This is an optimization exercise on Yosys and OpenROAD, whose aim is small area, not a production implementation. In this exercise RTL edits were held to simulation tests only and were not proved equivalent to the original. Power and IR drop assume default switching activity.

## fix_parser_top
module fix_parser_top (
	input  logic         clk,
	input  logic         rst,
	input  logic [7:0]   byte_i,
	input  logic         byte_valid_i,
	output logic         field_valid_o,
	output logic [31:0]  tag_o,
	output logic [255:0] value_o,
	output logic [5:0]   value_len_o,
	output logic         overflow_o,
	output logic         start_of_header_o,
	output logic         end_of_body_o,
	output logic         msg_done_o,
	output logic         checksum_ok_o,
	output logic [7:0]   checksum_calc_o,
	output logic [7:0]   checksum_recv_o
);
Size in the first run: about 330 I/O pins.
export LEC_CHECK = 0
export CAP_MARGIN = 10
export CORE_MARGIN = 2
export CORE_UTILIZATION = 40
export GPL_TIMING_DRIVEN = 0
export SLEW_MARGIN = 10
create_clock -name core_clock -period 5.0 [get_ports {clk}]
standard.sh (not shown) runs the stock make flow with config.mk's settings and CLKGATE_MAP_FILE= SYNTH_SCRIPT=/design/flow/synth_recipe.tcl, a recipe that flattens the netlist after the stock synthesis.
==> flow/flow/run.sh <==
#!/bin/bash
# standard layout with: an area-oriented ABC script in synthesis, the smallest
# buffer on the ports, and a lighter clock tree
set -euo pipefail
here=$(pwd)
export FLOW_SYNTH_TCL="$here/synth_recipe.tcl"
export AREA_ABC_SCRIPT="$here/flow/area.abc"
export BUFFER_PORTS_ARGS="-buffer_cell sky130_fd_sc_hd__buf_1"
export CTS_ARGS="-sink_clustering_enable -repair_clock_nets -dont_use_dummy_load -buf_list sky130_fd_sc_hd__clkbuf_8 -sink_clustering_size 16 -sink_clustering_max_diameter 100"
sed "s#SYNTH_SCRIPT=[^ ]*#SYNTH_SCRIPT=$here/flow/synth_area.tcl#" standard.sh > my_standard.sh
grep -q "SYNTH_SCRIPT=$here/flow/synth_area.tcl" my_standard.sh
bash my_standard.sh > make_flow.log 2>&1
==> flow/flow/area.abc <==
&get -n
&st
&deepsyn -T 30 -S 1
&dch -f
&nf -R 1000
&put
==> flow/flow/synth_area.tcl <==
# The standard synthesis script, with an area-oriented ABC script for
# the combinational mapping; registers and names are left as they are
proc abc {args} {
  set i [lsearch -exact $args -script]
  if {$i >= 0} { lset args [expr {$i + 1}] $::env(AREA_ABC_SCRIPT) }
  yosys abc {*}$args
}
source $::env(FLOW_SYNTH_TCL)
Change:
Settings changed: CAP_MARGIN 10 to 20, GPL_TIMING_DRIVEN 0 to default, SLEW_MARGIN 10 to 20.
Result: Core utilization decreases by 0.93 points; synthesized area stays the same; total power came out lower by about 1%; sequential cell count is unchanged; register-to-register slack improves by 0.68 ns; cell area came out lower by 1.9%.

## build 38
fix_parser_top again, from the RTL that the note above started with.
Settings: LEC_CHECK=0, CAP_MARGIN=5, CORE_MARGIN=2, CORE_UTILIZATION=40, SLEW_MARGIN=5; clock period 5.0 ns.
==> flow/flow/area.abc <==
&get -n
&st
&deepsyn -T 60 -S 2
&dch -f
&nf -R 1000
&put
==> flow/flow/synth_area.tcl <==
# The standard synthesis script, with the adders left to ABC (no
# extract_fa) and an area-oriented ABC script for the combinational mapping;
# registers and their names are left as they are
proc extract_fa {args} { puts "extract_fa skipped: adders are mapped by ABC" }
proc abc {args} {
  set i [lsearch -exact $args -script]
  if {$i >= 0} { lset args [expr {$i + 1}] $::env(AREA_ABC_SCRIPT) }
  yosys abc {*}$args
}
source $::env(FLOW_SYNTH_TCL)
Scripts as last shown in full above: flow/flow/run.sh
Build 38 | status: complete | timing, DRC, antenna: pass
Changes in build 33 relative to build 38:
==> flow/flow/area.abc <==
&get -n
&st
&dch -f
&nf -R 1000
&put
==> flow/flow/synth_area.tcl <==
# The standard synthesis script, with an area-oriented ABC script for
# the combinational mapping; registers and names are left as they are
proc abc {args} {
  set i [lsearch -exact $args -script]
  if {$i >= 0} { lset args [expr {$i + 1}] $::env(AREA_ABC_SCRIPT) }
  yosys abc {*}$args
}
source $::env(FLOW_SYNTH_TCL)
-- flow/config.mk --
<<< build 38, line 7
export LEC_CHECK = 0
export CAP_MARGIN = 5
export CORE_MARGIN = 2
export CORE_UTILIZATION = 40
export SLEW_MARGIN = 5
>>> build 33, line 7
export LEC_CHECK = 0
export CAP_MARGIN = 20
export CORE_MARGIN = 2
export CORE_UTILIZATION = 40
export SLEW_MARGIN = 20
==> comparison <==
- [build 33 vs build 38] total detailed-routing wirelength: higher in build 33
- In build 33 relative to build 38, maximum clock frequency had gone down by a little under 10%.
- Compared with build 38, in build 33 portion of the layout cell area used by non-clock buffers about even; via total after detailed routing rose 2.2%.
The inputs of build 26 differ from those of build 33 as listed below.
==> flow/flow/area.abc <==
&get -n
&st
&deepsyn -T 60 -S 2
&dch -f
&nf -R 1000
&put
==> flow/flow/synth_area.tcl <==
# The standard synthesis script, with the adders left to ABC (no
# extract_fa) and an area-oriented ABC script for the combinational mapping;
# registers and their names are left as they are
proc extract_fa {args} { puts "extract_fa skipped: adders are mapped by ABC" }
proc abc {args} {
  set i [lsearch -exact $args -script]
  if {$i >= 0} { lset args [expr {$i + 1}] $::env(AREA_ABC_SCRIPT) }
  yosys abc {*}$args
}
source $::env(FLOW_SYNTH_TCL)
-- flow/config.mk --
<<< build 33, line 9
export CORE_MARGIN = 2
export CORE_UTILIZATION = 40
export SLEW_MARGIN = 20
>>> build 26, line 9
export CORE_MARGIN = 2
export CORE_UTILIZATION = 50
export SLEW_MARGIN = 20
Any difference in clock power share between build 26 and build 33 is small enough to ignore. In the reports for build 26 and build 33, the larger proportion of layout cells with a drive suffix above 1 belongs to build 33. Compared with build 33, build 26 improves worst clock skew.

Another version of the RTL of fix_parser_top (not shown whole).
Size: ~330 flip-flops.
## fix_parser_top
module fix_parser_top (
	input  logic         clk,
	input  logic         rst,
	input  logic [7:0]   byte_i,
	input  logic         byte_valid_i,
	output logic         field_valid_o,
	output logic [31:0]  tag_o,
	output logic [255:0] value_o,
	output logic [5:0]   value_len_o,
	output logic         overflow_o,
	output logic         start_of_header_o,
	output logic         end_of_body_o,
	output logic         msg_done_o,
	output logic         checksum_ok_o,
	output logic [7:0]   checksum_calc_o,
	output logic [7:0]   checksum_recv_o
);
	logic [7:0] lex_byte;
	logic       lex_strobe;
	logic       value_mode;
	always_ff @(posedge clk) begin
		lex_byte <= byte_i;
		lex_strobe <= byte_valid_i && !rst;
	end
	logic act;
	logic is_soh;
	logic is_eq;
	logic tag_char;
	logic val_char;
	assign act = lex_strobe && !rst;
	assign is_soh = (lex_byte == 8'h01);
	assign is_eq = (lex_byte == 8'h3D);
	assign tag_char = act && !is_soh && !value_mode && !is_eq;
	assign val_char = act && !is_soh && value_mode;
	always_ff @(posedge clk) begin
		if (rst) begin
			value_mode <= 1'b0;
		end else if (lex_strobe) begin
			if (is_soh) begin
				value_mode <= 1'b0;
			end else if (is_eq) begin
				value_mode <= 1'b1;
			end
		end
	end
	logic clr;
	assign clr = field_valid_o || rst;
	always_ff @(posedge clk) begin
		if (tag_char) begin
			tag_o <= {clr ? 24'd0 : tag_o[23:0], lex_byte};
		end else if (clr) begin
			tag_o <= '0;
		end
	end
	logic [7:0] wr_data;
  ...
Settings: LEC_CHECK=0, CAP_MARGIN=20, CORE_MARGIN=2, CORE_UTILIZATION=40, CTS_BUF_LIST=sky130_fd_sc_hd__clkbuf_4, SLEW_MARGIN=20; clock period 5.0 ns.
==> flow/flow/run.sh <==
#!/bin/bash
# standard layout, with the smallest buffer on the ports and no CTS dummy loads
set -euo pipefail
export BUFFER_PORTS_ARGS="-buffer_cell sky130_fd_sc_hd__buf_1"
export CTS_ARGS="-sink_clustering_enable -repair_clock_nets -dont_use_dummy_load -buf_list sky130_fd_sc_hd__clkbuf_4"
bash standard.sh > make_flow.log 2>&1
The first run went through all stages and came out clean.
Then changed:
==> flow/run.sh (new file) <==
#!/bin/bash
# synth_recipe.tcl (not shown) runs the flow's synth.tcl, then flattens the netlist and writes it again
# the make line also repeats each setting of config.mk as NAME=value (left out here)
make -C /OpenROAD-flow-scripts/flow DESIGN_CONFIG=/design/flow/config.mk WORK_HOME=/design/flow/orfs CLKGATE_MAP_FILE= SYNTH_SCRIPT=/design/flow/synth_recipe.tcl finish
- CORE_UTILIZATION: 40 -> 70
- CTS_BUF_LIST: sky130_fd_sc_hd__clkbuf_4 -> not set
- PLACE_DENSITY: not set -> 0.8
removed: flow/flow/run.sh
removed: flow/standard.sh
- With this change the flow never finished: it broke off in clock tree synthesis (4_1_cts) with DPL-0033
- area after synthesis does not change
- synthesized cell count is unchanged

== sierra ==
Starting RTL as in the previous note.
clock: 5.0 ns
lec_check: 0
cap_margin: 20
core_margin: 2
core_utilization: 40
cts_buf_list: sky130_fd_sc_hd__clkbuf_4
slew_margin: 20
run.sh (not shown) runs the stock make flow with config.mk's settings and CLKGATE_MAP_FILE= SYNTH_SCRIPT=/design/flow/synth_recipe.tcl, a recipe that flattens the netlist after the stock synthesis.
Stock flow here: none of the scripts above is used.
sierra went all the way through synthesis, placement and routing and the layout is clean on timing, DRC and antenna.
#### Input delta (ember over sierra)
-- flow/config.mk --
<<< sierra, line 9
export CORE_MARGIN = 2
export CORE_UTILIZATION = 40
export CTS_BUF_LIST = sky130_fd_sc_hd__clkbuf_4
export SLEW_MARGIN = 20
>>> ember, line 9
export CORE_MARGIN = 2
export CORE_UTILIZATION = 40
export SLEW_MARGIN = 20
Findings:
- ember: via count is 320 lower than what sierra reported.
- A worst-path cell with the longest stage delay of sky130_fd_sc_hd__edfxtp_1 is what ember shows, while sky130_fd_sc_hd__clkdlybuf4s50_1 belongs to sierra.
- Path type of the worst setup path: reg2out -> sierra, reg2reg -> ember
- Critical path depth was higher in ember than in sierra.
- sierra → ember: final net count decreased 49; setup slack of the critical path after layout increased 0.084 ns.
- Power attributed to the clock group: higher on ember
- Re number of well taps: no difference whatsoever between ember and sierra.
- Compare sierra and ember | number of antenna cells inserted higher: sierra
- Per the comparison of ember with sierra, number of antenna violations at the first check in global routing shows a reduction of 1; layout overhead on the synthesized area shows an increase of 0.28 points; total power shows an increase of about 4%.

[re-timing with driven ports]
In the flow no input, the clock included, has a driving cell. The finished layouts below were timed again as built, in two steps. Step 1 assumes that a clkbuf_16 drives the clock port and a buf_2 every other input. Step 2 adds t to the input delays and takes it off the output delays; t is the mean of the earliest and latest rising clock arrival at the registers after step 1. Input paths then give back, and output paths get back, about the clock's delay inside the block. Slacks: ideal / step 1 / step 2; pairs: ideal / step 1.
| run | t (ns) | slack for setup (ns) | worst hold slack (ns) |
|---|---|---|---|
| the first run of note 1 | 0.596 | 0.950 / 0.950 / 0.950 | 0.412 / 0.412 / 0.412 |
| the second run of note 1 | 0.583 | 1.625 / 1.625 / 1.446 | 0.421 / 0.421 / 0.421 |
| build 38 | 0.612 | 1.571 / 1.520 / 1.523 | 0.415 / 0.415 / 0.415 |
| build 33 | 0.594 | 1.271 / 1.271 / 1.217 | 0.418 / 0.418 / 0.418 |
| build 26 | 0.593 | 1.557 / 1.512 / 1.641 | 0.421 / 0.421 / 0.421 |
| the first run of note 3 | 0.685 | 1.460 / 1.460 / 1.286 | 0.456 / 0.439 / 0.478 |
| sierra | 0.704 | 1.358 / 1.315 / 1.185 | 0.475 / 0.475 / 0.475 |
| ember | 0.551 | 1.442 / 1.442 / 1.171 | 0.476 / 0.476 / 0.476 |
After both steps setup and hold are still met in every run listed. The setup slack of ember, which loses most, moves by 0.000 ns with the drivers and by -0.271 ns with both steps.
